What follows belongs to an exercise in optimizing a design on an open flow for small area, a short achievable clock period and few clock cycles per item; a production flow would make more cautious choices.
In this exercise RTL edits were held to simulation tests only and were not proved equivalent to the original.

==> flow/design.v, too long to show whole: its modules and the start of the top module <==
// module nnmm_ram: 17 lines
// module nnmm_mul_cs: 347 lines
// module nnmm_sqr_cs: 253 lines
// module nnmm_front: 167 lines
// module nnmm_back: 169 lines
// module nearest_neighbor_multi_metric: 59 lines
module nearest_neighbor_multi_metric #(
	parameter int VECTOR_LEN = 64,
	parameter int MAX_ROWS = 1024
) (
	input  logic clk,
	input  logic arst_n,
	input  logic psel,
	input  logic penable,
	input  logic pwrite,
	input  logic [1:0] paddr,
	input  logic [31:0] pwdata,
	output logic [31:0] prdata,
	output logic pready,
	input  logic in_valid,
	output logic in_ready,
	input  logic signed [15:0] feature_value,
	input  logic is_query,
	input  logic last_element,
	input  logic last_row,
	output logic out_valid,
	input  logic out_ready,
	output logic signed [40:0] score,
	output logic [9:0] row_index,
	output logic [9:0] best_index,
	output logic is_final
);
  // ...
==> flow/flow/run.sh <==
#!/bin/bash
set -euo pipefail
export SETUP_SLACK_MARGIN=8.3
bash standard.sh > standard_flow.log 2>&1
==> flow/standard.sh <==
#!/bin/bash
# synth_recipe.tcl (not shown) runs the flow's synth.tcl, then flattens the netlist and writes it again
# the make line also repeats each setting of config.mk as NAME=value (left out here)
make -C /OpenROAD-flow-scripts/flow DESIGN_CONFIG=/design/flow/config.mk WORK_HOME=/design/flow/orfs CLKGATE_MAP_FILE= SYNTH_SCRIPT=/design/flow/synth_recipe.tcl "${@:-finish}"
==> flow/config.mk <==
export PLATFORM = sky130hd
export DESIGN_NAME = nearest_neighbor_multi_metric
export DESIGN_NICKNAME = nearest_neighbor_multi_metric
export VERILOG_FILES = /design/flow/design.v
export SDC_FILE = /design/flow/constraint.sdc
export NUM_CORES = 4
export LEC_CHECK = 0
export CAP_MARGIN = 35
export CORE_MARGIN = 2
export CORE_UTILIZATION = 40
export SLEW_MARGIN = 35
==> flow/constraint.sdc <==
create_clock -name core_clock -period 11.0 [get_ports {clk}]
set_input_delay 2.2000 -clock core_clock [delete_from_list [all_inputs] [get_ports {clk}]]
set_output_delay 2.2000 -clock core_clock [all_outputs]
set_load 0.01 [all_outputs]
==> results.rst, run 1 <==
.. list-table::
   :header-rows: 1

   * - Metric
     - Value
   * - Fillers
     - approximately 15000
   * - Max Cap Viol
     - 0
   * - Worst setup endpoint
     - row_index[8]
   * - Top-level I/O count
     - 157
   * - Netlist Area Pre-Place
     - 0.07014 mm^2
   * - 1st-iter DRT viols
     - between 3000 and 4000
   * - Worst path required time
     - between 8000 and 9000 ps
   * - Reg with most FFs
     - u_front.u_ring.ring
   * - Remaining antenna violation count
     - 0
   * - Portion of synthesized cell area occupied by the leading cell type
     - a little under two fifths
   * - Highest-count cells in the layout ignoring fill and taps
     - dfxtp_1, nand2_1, buf_4, edfxtp_1, inv_1
   * - Status
     - no timing/DRC/antenna violations
   * - Share of cells above drive strength 1
     - 27.61%
   * - Largest net degree at the start of global routing
     - between 100 and 150
   * - Startpoint Class
     - flop
   * - Async S/R FF share, synth
     - between 5 and 6%
   * - Number of buffers added to fix hold violations after cts
     - 0
   * - Number of flops mapped to enable cells by yosys
     - about 350
   * - Fraction of the mapped netlist area in adder cells
     - 11.63%
   * - Crit. path cell count
     - 1
   * - Cells traversed along the worst timing path
     - buf_2
   * - Number of multi-input combinational cells in the layout
     - about 3700
   * - Hold crit path type
     - reg2reg
   * - Ratio of final minimum period to clock period
     - around a third
   * - Postcts setup bufs
     - ~370
   * - Max Transition Viols Final
     - 0
Testbench counts, summed over its fixed seeds: cycles 41,860, items 598.
==> run 2, diff against run 1 <==
==> flow/flow/run.sh (replaced) <==
#!/bin/bash
set -euo pipefail
export SETUP_SLACK_MARGIN=7.3
bash standard.sh > standard_flow.log 2>&1
--- a/flow/config.mk
+++ b/flow/config.mk
@@ -10,2 +10,3 @@
 export CORE_UTILIZATION = 40
+export CTS_BUF_LIST = sky130_fd_sc_hd__clkbuf_8
 export SLEW_MARGIN = 35
==> run 2 against run 1 <==
  * Maximum frequency down 8.8%
  * Routed wire length is 5.7% lower
  * Largest cell class unchanged
==> results.rst, run 2 <==
.. list-table::
   :header-rows: 1

   * - Metric
     - Value
   * - Status
     - no timing/DRC/antenna violations (unchanged)
   * - Fillers
     - 15990 (was 14850)
   * - Initial core utilization
     - 40.31% (unchanged)
   * - FF/Latch Area
     - 0.03977 mm^2 (was 0.03990 mm^2)
   * - Number of buffers inserted by port buffering
     - 95 (unchanged)
   * - Die extent in x
     - 422.7 um (unchanged)
   * - Total wire length
     - 162.8 mm (was 172.6 mm)
   * - Cell with the biggest individual delay on the critical path
     - edfxtp_1 (unchanged)
   * - Remaining antenna violation count
     - 0 (unchanged)
   * - Async S/R FF share, synth
     - 5.612% (unchanged)
   * - Delay contributed by the slowest stage of the critical path
     - 550 ps (was 440 ps)
   * - Cell depth of the worst hold path
     - 0 (unchanged)
   * - Setup ws final
     - 7057 ps (was 7405 ps)
   * - Worst hold slack
     - 275.5 ps (was 285.1 ps)
   * - CTS tree
     - built (unchanged)
   * - Total Nets Final
     - 6866 (was 7218)
   * - Origin of the worst min-delay path
     - u_front.u_ring.ring[559] (was u_front.u_ring.ring[320])
   * - Number of non-filler instances in the completed layout
     - 8820 (was 9118)
   * - Path depth of the worst reg2reg path
     - 12 (was 18)
   * - Highest achievable clock rate
     - 0.2536 GHz (was 0.2782 GHz)
   * - Dpl ws
     - 6348 ps (was 6304 ps)
   * - Worst path required time
     - 8800 ps (about the same)
   * - Hold crit path type
     - reg2reg (unchanged)
   * - Critical path endpoint category
     - primary output (unchanged)
   * - 1st-iter DRT viols
     - 3125 (was 3322)
   * - Dominant register cell in the synthesized netlist
     - dfxtp_1 (unchanged)
   * - Final Hold Fails
     - 0 (unchanged)
   * - Number of buffers added to fix hold violations after cts
     - 0 (unchanged)
   * - Number of standard cells after synthesis
     - 6091 (unchanged)
   * - Worst path bufs/invs
     - 1 (unchanged)
   * - Sequential share of the synthesized area
     - 56.62% (unchanged)
   * - Multi-input logic area
     - 0.02867 mm^2 (was 0.03343 mm^2)
   * - Synth Register Bits
     - 1782 (unchanged)
   * - Cells traversed along the worst timing path
     - buf_2 (unchanged)
   * - Largest fanout of any net on the critical path
     - 1 (was 4)
   * - Worst hold endpoint
     - u_front.u_ring.ring[543] (was u_front.u_ring.ring[304])
   * - Endpoints failing setup
     - 0 (unchanged)
   * - 1st-pass router iterations
     - 7 (was 6)
   * - H-tree depth
     - 5 (was 4)
   * - Master cell of the clock root buffer
     - clkbuf_8 (was clkbuf_16)
   * - Reg with most FFs
     - u_front.u_ring.ring (unchanged)
   * - Most common library cell in the layout ignoring fill and taps
     - dfxtp_1 (unchanged)
   * - Sink Count
     - 1782 (unchanged)
   * - Area growth from synthesis to layout
     - 13.55% (was 28.04%)
   * - Portion of synthesized cell area occupied by the leading cell type
     - 37.93% (unchanged)
   * - Largest area contributor in the netlist
     - dfxtp_1 (unchanged)
   * - Number of vias after detailed routing
     - 43870 (was 46080)
   * - Number of warnings issued by yosys
     - 4 (unchanged)
   * - Worst skew pair latency
     - 1000 ps (was 820 ps)
   * - Cell type group with the largest total delay on the critical path
     - flip-flops (unchanged)
   * - Setup TNS Final
     - 0 ps (unchanged)
   * - Count of standard-cell rows
     - 153 (unchanged)
   * - Top-level I/O count
     - 157 (unchanged)
   * - Slew @ Worst Pin
     - 894.3 ps (was 975.6 ps)
   * - Die area
     - 0.1787 mm^2 (unchanged)
   * - Ratio of final minimum period to clock period
     - 35.85% (was 32.68%)
   * - Max Transition Viols Final
     - 0 (unchanged)
   * - Wire length of the first global-routing pass
     - 255.4 mm (was 267.7 mm)
   * - Synth cell count leaders
     - dfxtp_1, nand2_1, edfxtp_1, inv_1, ha_1 (unchanged)
   * - Number of library cell types mapped by synthesis
     - 88 (unchanged)
   * - Clock period minus final worst setup slack
     - 3943 ps (was 3595 ps)
   * - Vias per Instance
     - 4.974 (was 5.054)
   * - Placed cell count
     - 8273 (was 8275)
   * - Final RePlAce weighted congestion
     - 0.8999 (was 0.8840)
   * - Height of the chip
     - 422.7 um (unchanged)
   * - Clk slew on worst S/H paths
     - 60 ps (about the same)
   * - CTS Buf Count
     - 289 (was 174)
   * - Synth area leaders
     - dfxtp_1, edfxtp_1, fa_1 (unchanged)
   * - Start-to-end type of the worst setup path
     - reg2out (unchanged)
   * - Max Cap Viol
     - 0 (unchanged)
   * - Largest net degree at the start of global routing
     - 92 (was 107)
   * - Terminus of the critical flop-to-flop path
     - u_back.rr[41] (was u_back.best[16])
   * - Reg2Reg Launch Point
     - u_back.rr[41] (was u_back.sdd[1])
   * - Most frequent cell after synthesis
     - dfxtp_1 (unchanged)
   * - Drc violations
     - 0 (unchanged)
   * - Final global-route overflow total
     - 0 (unchanged)
   * - WL per Instance
     - 18.46 um (was 18.93 um)
   * - Initial antenna violation count
     - 5 (was 3)
   * - Post-detailed-placement half-perimeter wirelength
     - 111.3 mm (was 109.7 mm)
   * - Share of cells above drive strength 1
     - 12.45% (was 27.61%)
   * - Startpoint Class
     - flop (unchanged)
   * - Largest registers
     - u_front.u_ring.ring x1024, u_back.p x74, u_back.rr x41 (unchanged)
   * - Number of flops mapped to enable cells by yosys
     - 353 (unchanged)
   * - Max-Slew Margin vs Limit
     - 40.30% (was 34.96%)
   * - RSZ-0062 raised after global routing
     - true (unchanged)
   * - Largest register FFs
     - 1024 (unchanged)
   * - Total routing resource utilization after global routing
     - 18.06% (was 18.87%)
   * - Floorplan Core Area
     - 0.1740 mm^2 (unchanged)
   * - Arrival time of data at the critical path endpoint
     - 1740 ps (was 1390 ps)
   * - Skew final
     - 83.78 ps (was 52.98 ps)
   * - Synthesized area per cell
     - 11.51 um^2 (unchanged)
   * - Worst reg2reg setup slack
     - 7240 ps (was 7460 ps)
   * - Highest-count cells in the layout ignoring fill and taps
     - dfxtp_1, nand2_1, inv_1, edfxtp_1, clkbuf_8 (was dfxtp_1, nand2_1, buf_4, edfxtp_1, inv_1)
   * - Vias in the first global route
     - 44530 (was 46720)
   * - Netlist Area Pre-Place
     - 0.07014 mm^2 (unchanged)
   * - Number of buffers on the longest clock path
     - 4 (was 3)
-- run 2: cell counts after synthesis --
Identical to the previous run, type by type.
-- run 2: cells by family (layout without fill, tap and decap cells) --
family | Yosys count | after routing | share of synthesized area [%]
flops | 1782 | 1782 | 56.62
fa+ha+maj | 514 | 514 | 11.63
buf+inv | 657 | 1027 | 3.704
simple gates | 1380 | 1380 | 9.434
mux | 148 | 148 | 2.219
xor+xnor | 451 | 451 | 5.632
compound gates | 1157 | 1157 | 10.75
other cells | 2 | 36 | 0.01071
-- run 2: worst max-delay path by stage --
stage	start	end	slack (ps)	depth (start not counted)
2_1_floorplan	out_ready	u_back.best[0]	6930	3
3_3_place_gp	u_back.rr[41]	u_back.rr[36]	6380	13
3_5_place_dp	u_back.rr[41]	u_back.rr[41]	6350	13
4_1_cts	u_back.osc[14]	score[14]	6960	1
5_1_grt	u_back.osc[14]	score[14]	7020	1
6_report	u_back.osc[14]	score[14]	7060	1
-- run 2: cell type report --
class,count,area share (%)
Timing Repair Buffer,198,1.918
Inverter,340,1.612
Clock inverter,163,1.227
Tap cell,2325,3.653
Multi-Input combinational cell,3681,36.00
Sequential cell,1782,49.94
Antenna cell,5,0.01571
Clock buffer,326,5.634
-- run 2: per-layer routing --
metal	global-route usage (%)	routed length (um)	up-vias	share of wire, %
met5	0	13	-	0.0080
met4	8.286	6578	2	4.0
met3	2.966	7673	335	4.7
met2	28.18	73510	1114	45
met1	24.56	75000	21240	46
li1	-	-	21180	-
-- run 2: metrics by stage --
stage	cell area (um^2)	utilization, %
detailed placement	73280	42.11
floorplan	70300	-
CTS	78930	45.36
finish	79640	45.77
global route	79630	45.76
global placement	73210	42.07
-- run 2: timing repair --
action                                  4_1_cts  5_1_grt
resized for setup                           345      121
pin swaps                                    10       25
endpoints found under the hold margin         0        0
gates cloned                                  1        1
buffers inserted                             24       27
endpoints found under the setup margin      215      190
==> run 3, diff against run 2 <==
--- a/flow/config.mk
+++ b/flow/config.mk
@@ -10,3 +10,4 @@
 export CORE_UTILIZATION = 40
-export CTS_BUF_LIST = sky130_fd_sc_hd__clkbuf_8
+export CTS_BUF_LIST = sky130_fd_sc_hd__clkbuf_4
+export CTS_CLUSTER_SIZE = 20
 export SLEW_MARGIN = 35
==> run 3 against run 2 <==
  * Utilization about the same
  * Global-route usage up 0.093 points
  * First-iteration DRC count is 7.4% lower
  * Area after synthesis unchanged
  * Clock skew is 34 ps higher
  * Clock-buffer cell count up 311
  * Setup slack worse by 330 ps
  * Cell area about the same
  * Sequential cell count stayed put
  * Critical path type unchanged
  * Critical endpoint is now score[13]
  * Highest routed layer unchanged
==> results.rst, run 3 <==
.. list-table::
   :header-rows: 1

   * - Metric
     - Value
   * - Number of flops mapped to enable cells by yosys
     - 353 (unchanged)
   * - Number of library cell types mapped by synthesis
     - 88 (unchanged)
   * - Total Nets Final
     - 7009 (was 6866)
   * - H-tree depth
     - 5 (unchanged)
   * - Delay contributed by the slowest stage of the critical path
     - 550 ps (about the same)
   * - Wire length of the first global-routing pass
     - 257.2 mm (was 255.4 mm)
   * - Cell with the biggest individual delay on the critical path
     - edfxtp_1 (unchanged)
   * - Dominant register cell in the synthesized netlist
     - dfxtp_1 (unchanged)
   * - Total routing resource utilization after global routing
     - 18.15% (was 18.06%)
   * - Largest net degree at the start of global routing
     - 92 (unchanged)
   * - Async S/R FF share, synth
     - 5.612% (unchanged)
   * - Slew @ Worst Pin
     - 947.0 ps (was 894.3 ps)
   * - Number of buffers inserted by port buffering
     - 95 (unchanged)
   * - Clk slew on worst S/H paths
     - 70 ps (was 60 ps)
   * - Ratio of final minimum period to clock period
     - 38.84% (was 35.85%)
   * - Cell type group with the largest total delay on the critical path
     - flip-flops (unchanged)
   * - Multi-input logic area
     - 0.02881 mm^2 (was 0.02867 mm^2)
   * - CTS Buf Count
     - 429 (was 289)
   * - Remaining antenna violation count
     - 0 (unchanged)
   * - Most common library cell in the layout ignoring fill and taps
     - dfxtp_1 (unchanged)
   * - Largest fanout of any net on the critical path
     - 1 (unchanged)
   * - Clock period minus final worst setup slack
     - 4273 ps (was 3943 ps)
   * - WL per Instance
     - 17.97 um (was 18.46 um)
   * - Reg with most FFs
     - u_front.u_ring.ring (unchanged)
   * - Worst skew pair latency
     - 1360 ps (was 1000 ps)
   * - Synth cell count leaders
     - dfxtp_1, nand2_1, edfxtp_1, inv_1, ha_1 (unchanged)
   * - Share of cells above drive strength 1
     - 16.55% (was 12.45%)
   * - Master cell of the clock root buffer
     - clkbuf_4 (was clkbuf_8)
   * - Drc violations
     - 0 (unchanged)
   * - Synth Register Bits
     - 1782 (unchanged)
   * - Sequential share of the synthesized area
     - 56.62% (unchanged)
   * - Largest area contributor in the netlist
     - dfxtp_1 (unchanged)
   * - Status
     - no timing/DRC/antenna violations (unchanged)
   * - Synth area leaders
     - dfxtp_1, edfxtp_1, fa_1 (unchanged)
   * - Synthesized area per cell
     - 11.51 um^2 (unchanged)
   * - Count of standard-cell rows
     - 153 (unchanged)
   * - Worst path bufs/invs
     - 1 (unchanged)
   * - Fillers
     - 16170 (was 15990)
   * - Number of vias after detailed routing
     - 44790 (was 43870)
   * - Endpoints failing setup
     - 0 (unchanged)
   * - DP Area
     - 0.07328 mm^2 (unchanged)
   * - Startpoint Class
     - flop (unchanged)
   * - Largest registers
     - u_front.u_ring.ring x1024, u_back.p x74, u_back.rr x41 (unchanged)
   * - Max Cap Viol
     - 0 (unchanged)
   * - Setup TNS Final
     - 0 ps (unchanged)
   * - Setup ws final
     - 6727 ps (was 7057 ps)
   * - Skew final
     - 118.1 ps (was 83.78 ps)
   * - Dpl ws
     - 6348 ps (unchanged)
   * - Top-level I/O count
     - 157 (unchanged)
   * - Highest achievable clock rate
     - 0.2341 GHz (was 0.2536 GHz)
   * - Number of standard cells after synthesis
     - 6091 (unchanged)
   * - Portion of synthesized cell area occupied by the leading cell type
     - 37.93% (unchanged)
   * - Most frequent cell after synthesis
     - dfxtp_1 (unchanged)
   * - Arrival time of data at the critical path endpoint
     - 2070 ps (was 1740 ps)
   * - Area growth from synthesis to layout
     - 13.59% (was 13.55%)
   * - Final RePlAce weighted congestion
     - 0.8999 (unchanged)
   * - Netlist Area Pre-Place
     - 0.07014 mm^2 (unchanged)
   * - Highest-count cells in the layout ignoring fill and taps
     - dfxtp_1, clkbuf_4, nand2_1, edfxtp_1, inv_1 (was dfxtp_1, nand2_1, inv_1, edfxtp_1, clkbuf_8)
   * - Post-route cell area
     - 0.07967 mm^2 (was 0.07964 mm^2)
   * - Number of non-filler instances in the completed layout
     - 9074 (was 8820)
   * - Sink Count
     - 1782 (unchanged)
   * - Max Transition Viols Final
     - 0 (unchanged)
   * - Max-Slew Margin vs Limit
     - 36.78% (was 40.30%)
   * - Placed cell count
     - 8273 (unchanged)
   * - RSZ-0062 raised after global routing
     - true (unchanged)
   * - Number of warnings issued by yosys
     - 4 (unchanged)
   * - Die area
     - 0.1787 mm^2 (unchanged)
   * - Number of buffers added to fix hold violations after cts
     - 0 (unchanged)
   * - Height of the chip
     - 422.7 um (unchanged)
   * - Largest register FFs
     - 1024 (unchanged)
   * - Number of buffers on the longest clock path
     - 4 (unchanged)
   * - Final Hold Fails
     - 0 (unchanged)
   * - Vias per Instance
     - 4.937 (was 4.974)
   * - Initial antenna violation count
     - 8 (was 5)
   * - Total wire length
     - 163.1 mm (was 162.8 mm)
   * - 1st-pass router iterations
     - 7 (unchanged)
   * - Post-detailed-placement half-perimeter wirelength
     - 111.3 mm (unchanged)
   * - FF/Latch Area
     - 0.03977 mm^2 (unchanged)
   * - Cells traversed along the worst timing path
     - buf_2 (unchanged)
   * - Critical path endpoint category
     - primary output (unchanged)
   * - Hold crit path type
     - reg2reg (unchanged)
   * - Floorplan Core Area
     - 0.1740 mm^2 (unchanged)
   * - Initial core utilization
     - 40.31% (unchanged)
   * - Die extent in x
     - 422.7 um (unchanged)
   * - Worst path required time
     - 8800 ps (about the same)
   * - Start-to-end type of the worst setup path
     - reg2out (unchanged)
   * - CTS tree
     - built (unchanged)
   * - 1st-iter DRT viols
     - 2895 (was 3125)
   * - Final global-route overflow total
     - 0 (unchanged)
   * - Vias in the first global route
     - 45730 (was 44530)
[run 3: per-stage QoR]
stage / utilization (%) / hold WS (ps)
after floorplan: - / 309.6
final: 45.78 / 220.7
after global placement: 42.07 / 310.8
after detailed placement: 42.11 / 312.1
after CTS: 45.30 / 214.2
after global routing: 45.78 / 201.9
[run 3: per-layer routing]
| layer | global-route usage, % | vias to the layer above | part of all wire, % |
|---|---|---|---|
| met5 | 0 | - | 0.026 |
| met4 | 8.274 | 6 | 3.7 |
| met3 | 3.557 | 339 | 4.7 |
| met2 | 28.43 | 1151 | 46 |
| met1 | 24.25 | 21610 | 46 |
| li1 | - | 21680 | - |
[run 3: final timing paths]
check                                        start                 endpoint  slack [ps]  cells after the start
min reg2reg                u_front.u_ring.ring[96]  u_front.u_ring.ring[80]         220                      0
max reg2reg                       u_front.nrm_q[7]           u_back.mlo[35]        7340                     12
min in group asynchronous                   arst_n        u_front.acc_q[33]         860                      1
max                                 u_back.osc[13]                score[13]        6730                      1
max in group asynchronous                   arst_n      u_front.first_row_q        8910                      3
min                        u_front.u_ring.ring[96]  u_front.u_ring.ring[80]         220                      0
[run 3: cells by family (layout without fill, tap and decap cells)]
logic type,count (synthesis),count (layout),synth area share (%)
xor+xnor,451,451,5.632
compound gates,1157,1157,10.75
buf+inv,657,1275,3.704
mux,148,148,2.219
flops,1782,1782,56.62
other cells,2,42,0.01071
fa+ha+maj,514,514,11.63
simple gates,1380,1380,9.434
[run 3: worst register-to-register path: stages (launching register included)]
cell and delay, ps:
dfrtp_1 400, fa_1 520, ha_4 310, o21a_1 140, o21ai_2 80, a21oi_2 190, a211oi_2 120, or4b_4 580
a31oi_4 230, a41o_1 230, o21a_2 200, xor2_2 100, mux2_2 270
[run 3: cell type report]
cell class / instances / share of cell area (%)
clock buffer: 637 / 6.002
inverter: 340 / 1.611
multi-input combinational: 3681 / 36.16
sequential: 1782 / 49.92
antenna: 11 / 0.03455
tap: 2325 / 3.651
timing repair buffer: 201 / 1.925
clock inverter: 97 / 0.6973
[run 3: what timing repair did]
item                       4_1_cts  5_1_grt
buffers inserted                24       31
setup endpoints to repair      213      199
pin swaps                       11       38
resized for setup              355      138
gates cloned                     1        0
==> run 4, diff against run 3 <==
--- a/flow/config.mk
+++ b/flow/config.mk
@@ -10,4 +10,2 @@
 export CORE_UTILIZATION = 40
-export CTS_BUF_LIST = sky130_fd_sc_hd__clkbuf_4
-export CTS_CLUSTER_SIZE = 20
 export SLEW_MARGIN = 35
==> run 4 against run 3 <==
  * First-iteration DRC count up 6.4%
  * Cell area up 0.74%
  * Die area unchanged
  * Sequential cell count unchanged
  * Utilization up 0.34 points
  * Register-to-register slack better by 20 ps
  * Via count down 3.7%
  * Critical path type unchanged
  * Setup slack better by 540 ps
  * Clock-buffer cell count down 393
  * Critical path depth unchanged
==> results.rst, run 4 <==
.. list-table::
   :header-rows: 1

   * - Metric
     - Value
   * - Status
     - no timing/DRC/antenna violations (unchanged)
   * - Skew final
     - 71.13 ps (was 118.1 ps)
   * - Cell with the biggest individual delay on the critical path
     - edfxtp_1 (unchanged)
   * - Sequential share of the synthesized area
     - 56.62% (unchanged)
   * - Floorplan Core Area
     - 0.1740 mm^2 (unchanged)
   * - Number of warnings issued by yosys
     - 4 (unchanged)
   * - Top-level I/O count
     - 157 (unchanged)
   * - Number of buffers on the longest clock path
     - 3 (was 4)
   * - Startpoint Class
     - flop (unchanged)
   * - Final Hold Fails
     - 0 (unchanged)
   * - Remaining antenna violation count
     - 0 (unchanged)
   * - Worst path required time
     - 8800 ps (about the same)
   * - Die area
     - 0.1787 mm^2 (unchanged)
   * - Number of standard cells after synthesis
     - 6091 (unchanged)
   * - Largest registers
     - u_front.u_ring.ring x1024, u_back.p x74, u_back.rr x41 (unchanged)
   * - Critical path endpoint category
     - primary output (unchanged)
   * - 1st-pass router iterations
     - 7 (unchanged)
   * - Total wire length
     - 160.5 mm (was 163.1 mm)
   * - Largest net degree at the start of global routing
     - 92 (unchanged)
   * - Die extent in x
     - 422.7 um (unchanged)
   * - RSZ-0062 raised after global routing
     - true (unchanged)
   * - Start-to-end type of the worst setup path
     - reg2out (unchanged)
   * - Dominant register cell in the synthesized netlist
     - dfxtp_1 (unchanged)
   * - Share of cells above drive strength 1
     - 10.40% (was 16.55%)
   * - Initial core utilization
     - 40.31% (unchanged)
   * - Clk slew on worst S/H paths
     - 60 ps (was 70 ps)
   * - Area growth from synthesis to layout
     - 14.43% (was 13.59%)
   * - Most frequent cell after synthesis
     - dfxtp_1 (unchanged)
   * - Post-detailed-placement half-perimeter wirelength
     - 111.3 mm (unchanged)
   * - Wire length of the first global-routing pass
     - 251.9 mm (was 257.2 mm)
   * - Number of library cell types mapped by synthesis
     - 88 (unchanged)
   * - Clock period minus final worst setup slack
     - 3731 ps (was 4273 ps)
   * - Count of standard-cell rows
     - 153 (unchanged)
   * - Endpoints failing setup
     - 0 (unchanged)
   * - Worst skew pair latency
     - 810 ps (was 1360 ps)
   * - Largest fanout of any net on the critical path
     - 1 (unchanged)
   * - Max Cap Viol
     - 0 (unchanged)
   * - Highest-count cells in the layout ignoring fill and taps
     - dfxtp_1, nand2_1, edfxtp_1, inv_1, nor2_1 (was dfxtp_1, clkbuf_4, nand2_1, edfxtp_1, inv_1)
   * - Number of vias after detailed routing
     - 43140 (was 44790)
   * - Arrival time of data at the critical path endpoint
     - 1530 ps (was 2070 ps)
   * - Synth area leaders
     - dfxtp_1, edfxtp_1, fa_1 (unchanged)
   * - Final core utilization
     - 46.12% (was 45.78%)
   * - Number of non-filler instances in the completed layout
     - 8643 (was 9074)
   * - Final RePlAce weighted congestion
     - 0.8999 (unchanged)
   * - Largest register FFs
     - 1024 (unchanged)
   * - Synthesized area per cell
     - 11.51 um^2 (unchanged)
   * - Worst path bufs/invs
     - 1 (unchanged)
   * - H-tree depth
     - 4 (was 5)
   * - Vias per Instance
     - 4.991 (was 4.937)
   * - Master cell of the clock root buffer
     - clkbuf_16 (was clkbuf_4)
   * - Slew @ Worst Pin
     - 934.9 ps (was 947.0 ps)
   * - Synth Register Bits
     - 1782 (unchanged)
   * - Largest area contributor in the netlist
     - dfxtp_1 (unchanged)
   * - Cell type group with the largest total delay on the critical path
     - flip-flops (unchanged)
   * - CTS tree
     - built (unchanged)
   * - Synth cell count leaders
     - dfxtp_1, nand2_1, edfxtp_1, inv_1, ha_1 (unchanged)
   * - Max Transition Viols Final
     - 0 (unchanged)
   * - Fillers
     - 15790 (was 16170)
   * - Initial antenna violation count
     - 6 (was 8)
   * - Hold crit path type
     - reg2reg (unchanged)
   * - Vias in the first global route
     - 43440 (was 45730)
   * - Setup TNS Final
     - 0 ps (unchanged)
   * - Drc violations
     - 0 (unchanged)
   * - Worst hold slack
     - 311.7 ps (was 220.7 ps)
   * - Placed cell count
     - 8273 (unchanged)
   * - Max-Slew Margin vs Limit
     - 37.59% (was 36.78%)
   * - Delay contributed by the slowest stage of the critical path
     - 540 ps (was 550 ps)
   * - Total Nets Final
     - 6745 (was 7009)
   * - Cells traversed along the worst timing path
     - buf_2 (unchanged)
   * - Sink Count
     - 1782 (unchanged)
   * - Height of the chip
     - 422.7 um (unchanged)
   * - 1st-iter DRT viols
     - 3080 (was 2895)
   * - Ratio of final minimum period to clock period
     - 33.92% (was 38.84%)
   * - Highest achievable clock rate
     - 0.2680 GHz (was 0.2341 GHz)
   * - Netlist Area Pre-Place
     - 0.07014 mm^2 (unchanged)
   * - CTS Buf Count
     - 169 (was 429)
   * - Number of buffers added to fix hold violations after cts
     - 0 (unchanged)
   * - Async S/R FF share, synth
     - 5.612% (unchanged)
   * - WL per Instance
     - 18.58 um (was 17.97 um)
   * - Final global-route overflow total
     - 0 (unchanged)
   * - Reg with most FFs
     - u_front.u_ring.ring (unchanged)
   * - Portion of synthesized cell area occupied by the leading cell type
     - 37.93% (unchanged)
   * - Number of flops mapped to enable cells by yosys
     - 353 (unchanged)
   * - Total routing resource utilization after global routing
     - 17.81% (was 18.15%)
   * - Number of buffers inserted by port buffering
     - 95 (unchanged)
   * - Most common library cell in the layout ignoring fill and taps
     - dfxtp_1 (unchanged)
-- run 4: cell type report --
class,instances,area [um^2],area share (%)
Clock inverter,73,1085,1.352
Inverter,340,1281,1.596
Multi-Input combinational cell,3681,28650,35.69
Tap cell,2325,2909,3.625
Antenna cell,1,2.502,0.003118
Timing Repair Buffer,197,1688,2.103
Clock buffer,244,4876,6.075
Sequential cell,1782,39770,49.55
-- run 4: repair_timing --
action | 4_1_cts | 5_1_grt
gates cloned | 0 | 2
pin swaps | 11 | 26
gates resized for setup | 247 | 110
setup endpoints to repair | 214 | 149
endpoints found under the hold margin | 0 | 0
setup buffers | 22 | 28
-- run 4: logic make-up after synthesis --
family | after synthesis | synth area share, %
AOI/OAI and AO/OA | 1157 | 10.75
xor gates and xnor gates | 451 | 5.632
adders and majority gates | 514 | 11.63
buffers and inverters | 657 | 3.704
DFF | 1782 | 56.62
muxes | 148 | 2.219
other | 2 | 0.01071
and+or+nand+nor | 1380 | 9.434
-- run 4: path summary, 6_finish.rpt --
| kind | to | cells after the start | from | slack [ps] |
|---|---|---|---|---|
| max in group asynchronous | u_front.first_row_q | 3 | arst_n | 8370 |
| worst min-delay path | u_front.u_ring.ring[137] | 0 | u_front.u_ring.ring[153] | 310 |
| worst max register to register | u_back.rr[41] | 13 | u_back.rr[41] | 7360 |
| worst min register to register | u_front.u_ring.ring[137] | 0 | u_front.u_ring.ring[153] | 310 |
| worst max-delay path | score[14] | 1 | u_back.osc[14] | 7270 |
| min in group asynchronous | u_front.acc_q[22] | 1 | arst_n | 1410 |
-- run 4: through the flow --
stage / setup WS [ps] / cell area, um^2
after floorplan: 6928 / 70300
final: 7269 / 80260
after detailed placement: 6348 / 73280
after global placement: 6382 / 73210
after CTS: 7137 / 79620
after global routing: 7214 / 80260
-- run 4: per-layer routing --
metal / GRT usage [%] / vias up / wire length (um)
met5: 0 / - / 27
met4: 6.774 / 4 / 5524
met3: 2.502 / 264 / 6468
met2: 28.40 / 956 / 73630
met1: 24.53 / 21020 / 74900
li1: - / 20900 / -
==> run 5, diff against run 4 <==
==> flow/flow/run.sh (replaced) <==
#!/bin/bash
set -euo pipefail
export SETUP_SLACK_MARGIN=7.5
bash standard.sh > standard_flow.log 2>&1
==> run 5 against run 4 <==
  * Register-to-register slack hardly changed
  * Final cell count is 1.1% higher
  * Sequential share of layout area is 1.1 points lower
  * Sequential cell count stayed put
  * Routed wire length is 1.8% higher
  * Die area stayed put
  * Via count is 1.9% higher
  * Cell area is 2.4% higher
  * First-iteration DRC count is 6.2% lower
  * Global-route usage is 0.26 points higher
==> results.rst, run 5 <==
.. list-table::
   :header-rows: 1

   * - Metric
     - Value
   * - Total wire length
     - 163.4 mm (was 160.5 mm)
   * - Top-level I/O count
     - 157 (unchanged)
   * - WL per Instance
     - 18.70 um (was 18.58 um)
   * - Worst hold endpoint
     - u_front.u_ring.ring[208] (was u_front.u_ring.ring[137])
   * - Largest register FFs
     - 1024 (unchanged)
   * - Vias per Instance
     - 5.032 (was 4.991)
   * - Die area
     - 0.1787 mm^2 (unchanged)
   * - Cell depth of the worst hold path
     - 0 (unchanged)
   * - Setup TNS Final
     - 0 ps (unchanged)
   * - Setup crit start
     - u_back.osc[12] (was u_back.osc[14])
   * - Origin of the worst min-delay path
     - u_front.u_ring.ring[224] (was u_front.u_ring.ring[153])
   * - Drc violations
     - 0 (unchanged)
   * - Dominant register cell in the synthesized netlist
     - dfxtp_1 (unchanged)
   * - Delay contributed by the slowest stage of the critical path
     - 550 ps (was 540 ps)
   * - Final global-route overflow total
     - 0 (unchanged)
   * - Synthesized area per cell
     - 11.51 um^2 (unchanged)
   * - Cells traversed along the worst timing path
     - buf_2 (unchanged)
   * - Synth Register Bits
     - 1782 (unchanged)
   * - Initial core utilization
     - 40.31% (unchanged)
   * - RSZ-0062 raised after global routing
     - true (unchanged)
   * - Largest area contributor in the netlist
     - dfxtp_1 (unchanged)
   * - Synth area leaders
     - dfxtp_1, edfxtp_1, fa_1 (unchanged)
   * - Number of standard cells after synthesis
     - 6091 (unchanged)
   * - Fillers
     - 15520 (was 15790)
   * - Total routing resource utilization after global routing
     - 18.07% (was 17.81%)
   * - Die extent in x
     - 422.7 um (unchanged)
   * - Count of standard-cell rows
     - 153 (unchanged)
   * - Clk slew on worst S/H paths
     - 60 ps (about the same)
   * - Path depth of the worst reg2reg path
     - 12 (was 13)
   * - Number of buffers on the longest clock path
     - 3 (unchanged)
   * - Wire length of the first global-routing pass
     - 255.7 mm (was 251.9 mm)
   * - 1st-iter DRT viols
     - 2888 (was 3080)
   * - Reg with most FFs
     - u_front.u_ring.ring (unchanged)
   * - Sink Count
     - 1782 (unchanged)
   * - Area growth from synthesis to layout
     - 17.18% (was 14.43%)
   * - Max Cap Viol
     - 0 (unchanged)
   * - Number of flops mapped to enable cells by yosys
     - 353 (unchanged)
   * - Floorplan Core Area
     - 0.1740 mm^2 (unchanged)
   * - Ratio of final minimum period to clock period
     - 33.98% (was 33.92%)
   * - Worst path bufs/invs
     - 1 (unchanged)
   * - Hold crit path type
     - reg2reg (unchanged)
   * - Arrival time of data at the critical path endpoint
     - 1540 ps (was 1530 ps)
   * - Slew @ Worst Pin
     - 890.0 ps (was 934.9 ps)
   * - Post-detailed-placement half-perimeter wirelength
     - 111.6 mm (was 111.3 mm)
   * - Number of buffers added to fix hold violations after cts
     - 0 (unchanged)
   * - CTS tree
     - built (unchanged)
   * - Most common library cell in the layout ignoring fill and taps
     - dfxtp_1 (unchanged)
   * - Most frequent cell after synthesis
     - dfxtp_1 (unchanged)
   * - Sequential share of the synthesized area
     - 56.62% (unchanged)
   * - Worst path required time
     - 8800 ps (about the same)
   * - Final RePlAce weighted congestion
     - 0.9141 (was 0.8999)
   * - Worst reg2reg setup slack
     - 7370 ps (was 7360 ps)
   * - Reg2Reg Launch Point
     - u_front.nrm_q[16] (was u_back.rr[41])
   * - Highest achievable clock rate
     - 0.2675 GHz (was 0.2680 GHz)
   * - Status
     - no timing/DRC/antenna violations (unchanged)
   * - Max Transition Viols Final
     - 0 (unchanged)
   * - Critical path endpoint category
     - primary output (unchanged)
   * - Startpoint Class
     - flop (unchanged)
   * - H-tree depth
     - 4 (unchanged)
   * - Clock period minus final worst setup slack
     - 3738 ps (was 3731 ps)
   * - 1st-pass router iterations
     - 6 (was 7)
   * - Share of cells above drive strength 1
     - 14.88% (was 10.40%)
   * - Number of warnings issued by yosys
     - 4 (unchanged)
   * - Cell with the biggest individual delay on the critical path
     - edfxtp_1 (unchanged)
   * - Largest fanout of any net on the critical path
     - 1 (unchanged)
   * - Setup ws final
     - 7262 ps (was 7269 ps)
   * - Skew final
     - 62.45 ps (was 71.13 ps)
   * - Largest registers
     - u_front.u_ring.ring x1024, u_back.p x74, u_back.rr x41 (unchanged)
   * - Highest-count cells in the layout ignoring fill and taps
     - dfxtp_1, nand2_1, edfxtp_1, inv_1, nor2_1 (unchanged)
   * - Endpoints failing setup
     - 0 (unchanged)
   * - Worst skew pair latency
     - 810 ps (about the same)
   * - Number of vias after detailed routing
     - 43970 (was 43140)
   * - Max-Slew Margin vs Limit
     - 40.59% (was 37.59%)
   * - Final core utilization
     - 47.23% (was 46.12%)
   * - Initial antenna violation count
     - 6 (unchanged)
   * - Start-to-end type of the worst setup path
     - reg2out (unchanged)
   * - Netlist Area Pre-Place
     - 0.07014 mm^2 (unchanged)
   * - Async S/R FF share, synth
     - 5.612% (unchanged)
   * - Total Nets Final
     - 6845 (was 6745)
   * - Number of library cell types mapped by synthesis
     - 88 (unchanged)
   * - Cell type group with the largest total delay on the critical path
     - flip-flops (unchanged)
   * - Remaining antenna violation count
     - 0 (unchanged)
   * - Synth cell count leaders
     - dfxtp_1, nand2_1, edfxtp_1, inv_1, ha_1 (unchanged)
   * - Final Hold Fails
     - 0 (unchanged)
   * - Vias in the first global route
     - 44540 (was 43440)
   * - CTS Buf Count
     - 169 (unchanged)
   * - Dpl ws
     - 6316 ps (was 6348 ps)
   * - Portion of synthesized cell area occupied by the leading cell type
     - 37.93% (unchanged)
   * - Number of buffers inserted by port buffering
     - 95 (unchanged)
   * - Largest net degree at the start of global routing
     - 93 (was 92)
   * - Terminus of the critical flop-to-flop path
     - u_back.mlo[35] (was u_back.rr[41])
   * - Master cell of the clock root buffer
     - clkbuf_16 (unchanged)
   * - Height of the chip
     - 422.7 um (unchanged)
==> run 5: cell counts after synthesis <==
Identical to the previous run, type by type.
==> run 5: metal layers <==
| layer | part of all wire [%] | track usage, % | up-vias |
|---|---|---|---|
| li1 | - | - | 21110 |
| met1 | 46 | 24.53 | 21520 |
| met2 | 46 | 28.66 | 1032 |
| met3 | 4.6 | 2.840 | 307 |
| met4 | 3.9 | 7.613 | 2 |
| met5 | 0.0080 | 0 | - |
==> run 5: layout make-up <==
type	instances	area, um^2	area share [%]
flip-flops and latches	1782	39830	48.47
clock buffers	232	4788	5.826
inverters	340	1285	1.564
diodes	2	5.005	0.006090
repair buffers	297	2517	3.063
well taps	2325	2909	3.540
multi-input cells	3681	29680	36.12
clock inverters	79	1162	1.414
==> run 5: through the flow <==
stage / instances / hold WS (ps) / instance area [um^2]
after floorplan: 6120 / 309.6 / 70350
after global placement: 8268 / 310.6 / 73210
after detailed placement: 8271 / 312.1 / 73280
after CTS: 8656 / 277.1 / 80510
after global routing: 8737 / 288.8 / 82180
final: 8738 / 280.0 / 82190
==> run 5: worst max path at each step <==
| stage | end | slack (ps) | cells after the start |
|---|---|---|---|
| floorplan | u_back.best[0] | 6930 | 3 |
| global placement | u_back.rr[41] | 6350 | 13 |
| detailed placement | u_back.rr[41] | 6320 | 13 |
| CTS | score[8] | 7190 | 1 |
| global route | score[8] | 7230 | 1 |
| finish | score[12] | 7260 | 1 |
==> run 5: what timing repair did <==
action / CTS / global route
cloned: 6 / 3
endpoints found under the setup margin: 313 / 228
gates resized for setup: 488 / 231
setup buffers: 68 / 76
pin swaps: 52 / 87
==> run 5: cell families (layout without fill, tap and decap cells) <==
family / count (synthesis) / count (layout) / synth area share (%)
AOI/OAI and AO/OA: 1157 / 1157 / 10.75
DFF: 1782 / 1782 / 56.62
muxes: 148 / 148 / 2.219
buffers and inverters: 657 / 948 / 3.704
xor gates and xnor gates: 451 / 451 / 5.632
and+or+nand+nor: 1380 / 1380 / 9.434
other: 2 / 33 / 0.01071
adders and majority gates: 514 / 514 / 11.63
==> module nnmm_back, before the edit <==
module nnmm_back #(
	parameter int MAX_ROWS = 1024
) (
	input  logic clk,
	input  logic arst_n,
	input  logic j_we,
	input  logic signed [nnmm_pkg::AccW-1:0] j_acc,
	input  logic [nnmm_pkg::NormW-1:0] j_norm,
	input  logic j_cos,
	input  logic j_last,
	input  logic j_first,
	input  logic [nnmm_pkg::NormW-1:0] qnorm,
	output logic m_free,
	output logic out_valid,
	input  logic out_ready,
	output logic signed [40:0] score,
	output logic [nnmm_pkg::IdxW-1:0] row_index,
	output logic [nnmm_pkg::IdxW-1:0] best_index,
	output logic is_final
);
	localparam int AW = nnmm_pkg::AccW;
	localparam int NW = nnmm_pkg::NormW;
	localparam int IW = nnmm_pkg::IdxW;
	localparam int PW = 2 * NW;
	localparam int RW = NW + 5;
	logic mv, mcos, mlast, mfirst, mbusy;
	logic signed [AW-1:0] md;
	logic [NW-1:0] mhi, mlo;
	logic [5:0] mcnt;
	logic m_done, m_to_sd;
	logic [NW:0] msum;
	assign m_done = mv && !mbusy;
	assign m_free = !mv;
	assign msum = {1'b0, mhi} + (mlo[0] ? {1'b0, qnorm} : '0);
	always_ff @(posedge clk) begin
		if (j_we) begin
			md <= j_acc;
			mlo <= j_norm;
			mhi <= '0;
			mcnt <= '0;
			mbusy <= j_cos;
			mcos <= j_cos;
			mlast <= j_last;
			mfirst <= j_first;
		end else if (mbusy) begin
			{mhi, mlo} <= {msum, mlo[NW-1:1]};
			mcnt <= mcnt + 6'd1;
			if (mcnt == 6'(NW - 1)) begin
				mbusy <= 1'b0;
			end
		end
	end
	logic sdv, sdcos, sdlast, sdfirst, sdneg;
	logic ph_sq, ph_dl, ph_dv, ph_fin;
	logic signed [AW-1:0] sdd;
	logic [PW-1:0] p;
	logic [RW-1:0] rr;
	logic [NW-1:0] root;
	logic [5:0] sdcnt;
	logic sd_done, c_take, pos;
	logic [RW-1:0] a_sq, x_sq, sum_sq;
	logic [NW+2:0] a_dv, x_dv, sum_dv;
	logic [AW-1:0] dabs;
	logic [16:0] quo;
	assign pos = !rr[RW-1];
	assign a_sq = {rr[RW-3:0], p[PW-1 -: 2]};
	assign x_sq = {{3{pos}}, root ^ {NW{pos}}, 2'b11};
	assign sum_sq = a_sq + x_sq;
	assign a_dv = {rr[NW+1:0], pos};
	assign x_dv = {{2{pos}}, root ^ {NW{pos}}, pos};
	assign sum_dv = a_dv + x_dv;
	assign dabs = sdd[AW-1] ? AW'(-sdd) : AW'(sdd);
	assign quo = sdd[16:0];
	assign m_to_sd = m_done && !sdv;
	assign sd_done = sdv && !(ph_sq || ph_dl || ph_dv || ph_fin);
	always_ff @(posedge clk) begin
		if (m_to_sd) begin
			sdd <= md;
			p <= {mhi, mlo};
			rr <= '0;
			root <= '0;
			sdcnt <= '0;
			ph_sq <= mcos;
			ph_dl <= 1'b0;
			ph_dv <= 1'b0;
			ph_fin <= 1'b0;
			sdcos <= mcos;
			sdlast <= mlast;
			sdfirst <= mfirst;
		end else begin
			if (ph_sq) begin
				p <= p << 2;
				rr <= sum_sq;
				root <= {root[NW-2:0], !sum_sq[RW-1]};
				sdcnt <= sdcnt + 6'd1;
				if (sdcnt == 6'(NW - 1)) begin
					ph_sq <= 1'b0;
					ph_dl <= 1'b1;
				end
			end
			if (ph_dl) begin
				rr <= RW'(dabs);
				sdneg <= sdd[AW-1];
				sdcnt <= '0;
				ph_dl <= 1'b0;
				ph_dv <= 1'b1;
			end
			if (ph_dv) begin
				rr <= {{(RW-NW-3){sum_dv[NW+2]}}, sum_dv};
				sdd <= {sdd[AW-2:0], !sum_dv[NW+2]};
				sdcnt <= sdcnt + 6'd1;
				if (sdcnt == 6'd16) begin
					ph_dv <= 1'b0;
					ph_fin <= 1'b1;
				end
			end
			if (ph_fin) begin
				sdd <= (root == '0) ? '0 : sdneg ? -(AW'(quo)) : AW'(quo);
				ph_fin <= 1'b0;
			end
		end
	end
	logic ov, ofin;
	logic signed [AW-1:0] osc, best;
	logic [IW-1:0] oidx, obest, idx;
	logic better;
	assign c_take = sd_done && (!ov || out_ready);
	assign idx = sdfirst ? '0 : (32'(oidx) >= MAX_ROWS - 1) ? oidx : oidx + IW'(1);
	assign better = sdfirst || (sdcos ? (sdd > best) : (sdd < best));
	always_ff @(posedge clk) begin
		if (c_take) begin
			osc <= sdd;
			oidx <= idx;
			ofin <= sdlast;
			if (better) begin
				best <= sdd;
				obest <= idx;
			end
		end
	end
	always_ff @(posedge clk or negedge arst_n) begin
		if (!arst_n) begin
			mv <= 1'b0;
			sdv <= 1'b0;
			ov <= 1'b0;
		end else begin
			if (j_we) begin
				mv <= 1'b1;
			end else if (m_to_sd) begin
				mv <= 1'b0;
			end
			if (m_to_sd) begin
				sdv <= 1'b1;
			end else if (c_take) begin
				sdv <= 1'b0;
			end
			if (c_take) begin
				ov <= 1'b1;
			end else if (out_ready) begin
				ov <= 1'b0;
			end
		end
	end
	assign out_valid = ov;
	assign score = 41'(osc);
	assign row_index = oidx;
	assign best_index = obest;
	assign is_final = ofin;
endmodule
==> run 6, diff against run 5 <==
--- a/flow/design.v
+++ b/flow/design.v
@@ -857,3 +857,3 @@
 	logic [5:0] sdcnt;
-	logic sd_done, c_take, pos;
+	logic sd_done, pos;
 	logic [RW-1:0] a_sq, x_sq, sum_sq;
@@ -920,7 +920,7 @@
 	end
-	logic ov, ofin;
-	logic signed [AW-1:0] osc, best;
+	logic ov, c_take;
+	logic signed [AW-1:0] best;
 	logic [IW-1:0] oidx, obest, idx;
 	logic better;
-	assign c_take = sd_done && (!ov || out_ready);
+	assign c_take = sd_done && !ov;
 	assign idx = sdfirst ? '0 : (32'(oidx) >= MAX_ROWS - 1) ? oidx : oidx + IW'(1);
@@ -929,5 +929,3 @@
 		if (c_take) begin
-			osc <= sdd;
 			oidx <= idx;
-			ofin <= sdlast;
 			if (better) begin
@@ -951,3 +949,3 @@
 				sdv <= 1'b1;
-			end else if (c_take) begin
+			end else if (ov && out_ready) begin
 				sdv <= 1'b0;
@@ -962,6 +960,6 @@
 	assign out_valid = ov;
-	assign score = 41'(osc);
+	assign score = 41'(sdd);
 	assign row_index = oidx;
 	assign best_index = obest;
-	assign is_final = ofin;
+	assign is_final = sdlast;
 endmodule
==> flow/flow/run.sh (replaced) <==
#!/bin/bash
set -euo pipefail
export SETUP_SLACK_MARGIN=7.3
bash standard.sh > standard_flow.log 2>&1
--- a/flow/config.mk
+++ b/flow/config.mk
@@ -10,2 +10,3 @@
 export CORE_UTILIZATION = 40
+export CTS_CLUSTER_SIZE = 30
 export SLEW_MARGIN = 35
==> run 6 against run 5 <==
  * Setup slack got worse by 0.92 ps
  * Clock-buffer cell count up 8
  * Routed wire length up 0.61%
  * Still clean
  * Area after synthesis decreased by 1.5%
  * Sequential cell count is 40 lower
  * Global-route usage is 0.60 points higher
  * Cell area down 3.5%
  * Non-clock buffer count decreased by 59
==> results.rst, run 6 <==
.. list-table::
   :header-rows: 1

   * - Metric
     - Value
   * - Ratio of final minimum period to clock period
     - 33.99% (was 33.98%)
   * - Worst skew pair latency
     - 840 ps (was 810 ps)
   * - Number of buffers on the longest clock path
     - 3 (unchanged)
   * - Highest-count cells in the layout ignoring fill and taps
     - dfxtp_1, nand2_1, inv_1, edfxtp_1, a21oi_1 (was dfxtp_1, nand2_1, edfxtp_1, inv_1, nor2_1)
   * - CTS Buf Count
     - 171 (was 169)
   * - CTS tree
     - built (unchanged)
   * - H-tree depth
     - 4 (unchanged)
   * - Portion of synthesized cell area occupied by the leading cell type
     - 38.53% (was 37.93%)
   * - Multi-input logic area
     - 0.02864 mm^2 (was 0.02968 mm^2)
   * - WL per Instance
     - 19.02 um (was 18.70 um)
   * - Clk slew on worst S/H paths
     - 60 ps (about the same)
   * - Highest achievable clock rate
     - 0.2675 GHz (about the same)
   * - Number of library cell types mapped by synthesis
     - 91 (was 88)
   * - Total routing resource utilization after global routing
     - 18.66% (was 18.07%)
   * - Remaining antenna violation count
     - 0 (unchanged)
   * - Hold crit path type
     - reg2reg (unchanged)
   * - 1st-pass router iterations
     - 8 (was 6)
   * - Dominant register cell in the synthesized netlist
     - dfxtp_1 (unchanged)
   * - Number of standard cells after synthesis
     - 6079 (was 6091)
   * - DP Area
     - 0.07206 mm^2 (was 0.07328 mm^2)
   * - Path depth of the worst reg2reg path
     - 12 (unchanged)
   * - Startpoint Class
     - flop (unchanged)
   * - Skew final
     - 73.62 ps (was 62.45 ps)
   * - Cell depth of the worst hold path
     - 0 (unchanged)
   * - Max-Slew Margin vs Limit
     - 41.52% (was 40.59%)
   * - Most common library cell in the layout ignoring fill and taps
     - dfxtp_1 (unchanged)
   * - Synth cell count leaders
     - dfxtp_1, nand2_1, inv_1, edfxtp_1, a21oi_1 (was dfxtp_1, nand2_1, edfxtp_1, inv_1, ha_1)
   * - Largest registers
     - u_front.u_ring.ring x1024, u_back.p x74, u_back.rr x41 (unchanged)
   * - Die extent in x
     - 419.5 um (was 422.7 um)
   * - Height of the chip
     - 419.5 um (was 422.7 um)
   * - Number of vias after detailed routing
     - 43650 (was 43970)
   * - Origin of the worst min-delay path
     - u_front.u_ring.ring[957] (was u_front.u_ring.ring[224])
   * - Synthesized area per cell
     - 11.36 um^2 (was 11.51 um^2)
   * - Total Nets Final
     - 6762 (was 6845)
   * - Total wire length
     - 164.4 mm (was 163.4 mm)
   * - Vias in the first global route
     - 43590 (was 44540)
   * - Fillers
     - 15750 (was 15520)
   * - Sequential share of the synthesized area
     - 55.77% (was 56.62%)
   * - Critical path endpoint category
     - primary output (unchanged)
   * - Initial core utilization
     - 40.25% (was 40.31%)
   * - Slew @ Worst Pin
     - 877.2 ps (was 890.0 ps)
   * - Worst hold endpoint
     - u_front.u_ring.ring[941] (was u_front.u_ring.ring[208])
   * - Endpoints failing setup
     - 0 (unchanged)
   * - Master cell of the clock root buffer
     - clkbuf_16 (unchanged)
   * - Synth Register Bits
     - 1742 (was 1782)
   * - Reg with most FFs
     - u_front.u_ring.ring (unchanged)
   * - Placed cell count
     - 8228 (was 8271)
   * - Start-to-end type of the worst setup path
     - reg2out (unchanged)
   * - Synth area leaders
     - dfxtp_1, edfxtp_1, fa_1 (unchanged)
   * - Largest area contributor in the netlist
     - dfxtp_1 (unchanged)
   * - Max Transition Viols Final
     - 0 (unchanged)
   * - Post-detailed-placement half-perimeter wirelength
     - 109.1 mm (was 111.6 mm)
   * - Wire length of the first global-routing pass
     - 256.2 mm (was 255.7 mm)
   * - Largest register FFs
     - 1024 (unchanged)
   * - Worst path required time
     - 8800 ps (about the same)
   * - Largest fanout of any net on the critical path
     - 4 (was 1)
   * - Async S/R FF share, synth
     - 5.741% (was 5.612%)
   * - Worst reg2reg setup slack
     - 7310 ps (was 7370 ps)
   * - Max Cap Viol
     - 0 (unchanged)
   * - Vias per Instance
     - 5.050 (was 5.032)
   * - Number of flops mapped to enable cells by yosys
     - 313 (was 353)
   * - Number of non-filler instances in the completed layout
     - 8645 (was 8738)
   * - Area growth from synthesis to layout
     - 14.88% (was 17.18%)
   * - Final Hold Fails
     - 0 (unchanged)
   * - Final core utilization
     - 46.25% (was 47.23%)
   * - Terminus of the critical flop-to-flop path
     - u_back.mlo[36] (was u_back.mlo[35])
   * - Top-level I/O count
     - 157 (unchanged)
   * - Netlist Area Pre-Place
     - 0.06905 mm^2 (was 0.07014 mm^2)
   * - Initial antenna violation count
     - 6 (unchanged)
   * - Most frequent cell after synthesis
     - dfxtp_1 (unchanged)
   * - Share of cells above drive strength 1
     - 11.23% (was 14.88%)
   * - Die area
     - 0.1760 mm^2 (was 0.1787 mm^2)
   * - Final RePlAce weighted congestion
     - 0.8894 (was 0.9141)
   * - Number of warnings issued by yosys
     - 4 (unchanged)
   * - Setup TNS Final
     - 0 ps (unchanged)
   * - Number of buffers added to fix hold violations after cts
     - 0 (unchanged)
   * - Number of buffers inserted by port buffering
     - 95 (unchanged)
   * - Drc violations
     - 0 (unchanged)
   * - RSZ-0062 raised after global routing
     - true (unchanged)
   * - Sink Count
     - 1742 (was 1782)
   * - Count of standard-cell rows
     - 152 (was 153)
   * - 1st-iter DRT viols
     - 3634 (was 2888)
   * - Post-route cell area
     - 0.07933 mm^2 (was 0.08219 mm^2)
   * - Clock period minus final worst setup slack
     - 3739 ps (was 3738 ps)
   * - Reg2Reg Launch Point
     - u_front.nrm_q[8] (was u_front.nrm_q[16])
   * - Status
     - no timing/DRC/antenna violations (unchanged)
   * - Floorplan Core Area
     - 0.1715 mm^2 (was 0.1740 mm^2)
   * - Largest net degree at the start of global routing
     - 107 (was 93)
   * - Setup crit start
     - u_back.sdd[38] (was u_back.osc[12])
   * - Arrival time of data at the critical path endpoint
     - 1540 ps (about the same)
   * - FF/Latch Area
     - 0.03858 mm^2 (was 0.03983 mm^2)
   * - Final global-route overflow total
     - 0 (unchanged)
[run 6: changes by cell type after synthesis, sizes merged, moves of 12 or more]
cell	delta
edfxtp	-40
nand2	+33
or2	-15
o21ai	-20
nor2	-12
a21oi	+17
[run 6: layout make-up]
cell class,instances,share of cell area [%]
Antenna cell,4,0.01262
Clock buffer,240,6.080
Clock inverter,76,1.352
Inverter,341,1.628
Multi-Input combinational cell,3694,36.11
Sequential cell,1742,48.63
Tap cell,2310,3.643
Timing Repair Buffer,238,2.552
[run 6: worst max path at each step]
stage,end,slack (ps),cells past startpoint
CTS,score[39],7110,2
floorplan,u_back.best[0],7190,11
global placement,u_back.rr[41],6710,13
global route,u_back.mlo[36],7150,12
detailed placement,u_back.rr[41],6680,12
finish,score[38],7260,2
[run 6: timing repair]
action                                  in CTS  in global routing
pin swaps                                   15                 43
gates cloned                                 3                  0
endpoints found under the setup margin     209                211
buffers inserted                            66                 28
gates resized for setup                    323                108
[run 6: layer usage]
metal	global-route usage, %	share of wire (%)	wire, um
met1	26.08	47	76690
met2	28.46	44	72320
met3	2.916	5.3	8635
met4	8.475	4.1	6754
met5	0	0.0079	13
[run 6: through the flow]
step	setup WS, ps	hold slack [ps]
after CTS	7109	292.6
final	7261	306.7
after global routing	7154	307.0
after detailed placement	6684	312.1
after global placement	6712	310.1
after floorplan	7190	309.6
[run 6: logic make-up (layout without fill, tap and decap cells)]
kind of cell / count (synthesis) / in the layout / synth area share, %
other: 2 / 35 / 0.01088
DFF: 1742 / 1742 / 55.77
AOI/OAI and AO/OA: 1150 / 1150 / 10.88
buffers and inverters: 672 / 895 / 3.858
and+or+nand+nor: 1393 / 1393 / 9.592
xor gates and xnor gates: 452 / 452 / 5.733
adders and majority gates: 514 / 514 / 11.81
muxes: 154 / 154 / 2.350
[run 6: worst max-delay path, cell delays in order (launching register included)]
cell and delay (ps):
edfxtp_1 440, buf_12 170, buf_6 110
Testbench counts of run 6, summed over its fixed seeds: cycles 41,860, items 598.
==> run 7, diff against run 6 <==
--- a/flow/config.mk
+++ b/flow/config.mk
@@ -10,3 +10,3 @@
 export CORE_UTILIZATION = 40
-export CTS_CLUSTER_SIZE = 30
+export CTS_CLUSTER_SIZE = 60
 export SLEW_MARGIN = 35
==> run 7 against run 6 <==
  * Sequential cell count stayed put
  * Critical path depth unchanged
  * Sequential share of layout area did not move
  * Via count did not move
  * Cell area is the same
  * Maximum frequency unchanged
==> results.rst, run 7 <==
.. list-table::
   :header-rows: 1

   * - Metric
     - Value
   * - Share of the synthesized area in compound gates (AO/OA/AOI/OAI)
     - 10.88% (unchanged)
   * - Most frequent cell after synthesis
     - dfxtp_1 (unchanged)
   * - Clock period minus final worst setup slack
     - 3739 ps (unchanged)
   * - Drc violations
     - 0 (unchanged)
   * - Master cell of the clock root buffer
     - clkbuf_16 (unchanged)
   * - Most common library cell in the layout ignoring fill and taps
     - dfxtp_1 (unchanged)
   * - Post-detailed-placement half-perimeter wirelength
     - 109.1 mm (unchanged)
   * - Hold crit path type
     - reg2reg (unchanged)
   * - Number of flops mapped to enable cells by yosys
     - 313 (unchanged)
   * - 1st-pass router iterations
     - 8 (unchanged)
   * - Sequential share of the synthesized area
     - 55.77% (unchanged)
   * - Fraction of the mapped netlist area in adder cells
     - 11.81% (unchanged)
   * - Fraction of synthesized cell area in xor and xnor cells
     - 5.733% (unchanged)
   * - Endpoints failing setup
     - 0 (unchanged)
   * - Height of the chip
     - 419.5 um (unchanged)
   * - Setup ws final
     - 7261 ps (unchanged)
   * - Die extent in x
     - 419.5 um (unchanged)
   * - Share of cells above drive strength 1
     - 11.23% (unchanged)
   * - Number of vias after detailed routing
     - 43650 (unchanged)
   * - Sink Count
     - 1742 (unchanged)
   * - Final Hold Fails
     - 0 (unchanged)
   * - Largest register FFs
     - 1024 (unchanged)
   * - Worst skew pair latency
     - 840 ps (about the same)
   * - Synthesized area per cell
     - 11.36 um^2 (unchanged)
   * - Initial antenna violation count
     - 6 (unchanged)
   * - Cells traversed along the worst timing path
     - buf_12, buf_6 (unchanged)
   * - Status
     - no timing/DRC/antenna violations (unchanged)
   * - Largest registers
     - u_front.u_ring.ring x1024, u_back.p x74, u_back.rr x41 (unchanged)
   * - Initial core utilization
     - 40.25% (unchanged)
   * - CTS tree
     - built (unchanged)
   * - WL per Instance
     - 19.02 um (unchanged)
   * - Worst path required time
     - 8800 ps (about the same)
   * - Synth Register Bits
     - 1742 (unchanged)
   * - Worst path bufs/invs
     - 2 (unchanged)
   * - Post-synthesis mux area share
     - 2.350% (unchanged)
   * - H-tree depth
     - 4 (unchanged)
   * - Largest fanout of any net on the critical path
     - 4 (unchanged)
   * - Largest area contributor in the netlist
     - dfxtp_1 (unchanged)
   * - Async S/R FF share, synth
     - 5.741% (unchanged)
   * - Highest achievable clock rate
     - 0.2675 GHz (unchanged)
   * - Netlist Area Pre-Place
     - 0.06905 mm^2 (unchanged)
   * - Number of buffers inserted by port buffering
     - 95 (unchanged)
   * - Delay contributed by the slowest stage of the critical path
     - 440 ps (about the same)
   * - Highest-count cells in the layout ignoring fill and taps
     - dfxtp_1, nand2_1, inv_1, edfxtp_1, a21oi_1 (unchanged)
   * - RSZ-0062 raised after global routing
     - true (unchanged)
   * - Final RePlAce weighted congestion
     - 0.8894 (unchanged)
   * - Cell with the biggest individual delay on the critical path
     - edfxtp_1 (unchanged)
   * - Total routing resource utilization after global routing
     - 18.66% (unchanged)
   * - Wire length of the first global-routing pass
     - 256.2 mm (unchanged)
   * - Number of warnings issued by yosys
     - 4 (unchanged)
   * - Critical path endpoint category
     - primary output (unchanged)
   * - Portion of synthesized cell area occupied by the leading cell type
     - 38.53% (unchanged)
   * - Dpl ws
     - 6684 ps (unchanged)
   * - Die area
     - 0.1760 mm^2 (unchanged)
   * - Max Transition Viols Final
     - 0 (unchanged)
   * - Area growth from synthesis to layout
     - 14.88% (unchanged)
   * - Number of standard cells after synthesis
     - 6079 (unchanged)
   * - Vias in the first global route
     - 43590 (unchanged)
   * - Final global-route overflow total
     - 0 (unchanged)
   * - Arrival time of data at the critical path endpoint
     - 1540 ps (about the same)
   * - 1st-iter DRT viols
     - 3634 (unchanged)
   * - Count of standard-cell rows
     - 152 (unchanged)
   * - Dominant register cell in the synthesized netlist
     - dfxtp_1 (unchanged)
   * - Top-level I/O count
     - 157 (unchanged)
   * - Synth area leaders
     - dfxtp_1, edfxtp_1, fa_1 (unchanged)
   * - Worst hold slack
     - 306.7 ps (unchanged)
-- run 7: cell counts after synthesis --
No cell type changed its count.
-- run 7: logic make-up (layout without fill, tap and decap cells) --
| kind of cell | Yosys count | in the layout |
|---|---|---|
| buffers and inverters | 672 | 895 |
| muxes | 154 | 154 |
| AOI/OAI and AO/OA | 1150 | 1150 |
| xor gates and xnor gates | 452 | 452 |
| DFF | 1742 | 1742 |
| other | 2 | 35 |
| adders and majority gates | 514 | 514 |
| and+or+nand+nor | 1393 | 1393 |
-- run 7: path summary, 6_finish.rpt --
kind                                     startpoint                       end  slack [ps]  cells past startpoint
max in group asynchronous                    arst_n          u_front.cnt_q[0]        8510                      2
min in group asynchronous                    arst_n                u_back.sdv        1410                      1
min reg2reg                u_front.u_ring.ring[957]  u_front.u_ring.ring[941]         310                      0
max reg2reg                        u_front.nrm_q[8]            u_back.mlo[36]        7310                     12
max                                  u_back.sdd[38]                 score[38]        7260                      2
min                        u_front.u_ring.ring[957]  u_front.u_ring.ring[941]         310                      0
-- run 7: area by class of cell --
cell class              count  area [um^2]
clock buffers             240         4823
inverters                 341         1291
well taps                2310         2890
clock inverters            76         1072
diodes                      4        10.01
fillers                 15750        92210
repair buffers            238         2024
flip-flops and latches   1742        38580
multi-input cells        3694        28640
-- run 7: repair_timing --
action	4_1_cts	5_1_grt
buffers inserted	66	28
hold buffers	0	0
gates resized for setup	323	108
pin swaps	15	43
cloned	3	0
setup endpoints to repair	209	211
-- run 7: layer usage --
metal	routed length, um	global-route usage (%)
met1	76690	26.08
met2	72320	28.46
met3	8635	2.916
met4	6754	8.475
met5	13	0
-- run 7: worst register-to-register path, stage by stage, from the launching register on --
cell and delay, ps:
dfrtp_1 410, fa_1 480, ha_4 320, and3_4 210
nand4_1 130, o21a_1 230, a2111o_1 470, a21oi_2 220
o2111ai_2 130, a41oi_2 250, and3_4 270, xor2_2 80
mux2_4 260
-- run 7: metrics by stage --
stage	instances	area (um^2)
floorplan	6108	69200
global placement	8228	72030
detailed placement	8228	72060
CTS	8613	78680
global route	8643	79330
finish	8645	79330

## re-timing with driven ports
The flow's constraints put no driver on any port. The routed layouts listed below were extracted and timed again, unchanged, in two steps.
Step 1 (the two cells are an assumption about what drives the block):
set clk [get_ports {clk}]
set_driving_cell -lib_cell sky130_fd_sc_hd__clkbuf_16 $clk
set_driving_cell -lib_cell sky130_fd_sc_hd__buf_2 [delete_from_list [all_inputs] $clk]
Step 2, shift: input delay + t, output delay - t, t = (earliest + latest rising clock arrival at the registers) / 2. This alone moves slack from input paths to output paths.
Slacks: ideal ports / drivers / drivers and shift; pairs: ideal ports / drivers.
run	t (ns)	setup WS [ns]	hold slack, ns
run 1	0.876	7.405 / 7.322 / 7.120	0.285 / 0.285 / 0.285
run 2	1.038	7.057 / 6.975 / 6.740	0.275 / 0.275 / 0.275
run 3	1.374	6.727 / 6.647 / 6.726	0.221 / 0.221 / 0.221
run 4	0.861	7.269 / 7.186 / 6.744	0.312 / 0.312 / 0.312
run 5	0.869	7.262 / 7.181 / 6.723	0.280 / 0.280 / 0.280
run 6	0.887	7.261 / 7.181 / 7.162	0.307 / 0.307 / 0.307
run 7	0.887	7.261 / 7.181 / 7.162	0.307 / 0.307 / 0.307
After both steps setup and hold are still met in every run listed. The setup slack of run 5, which loses most, moves by -0.081 ns with the drivers and by -0.539 ns with both steps.
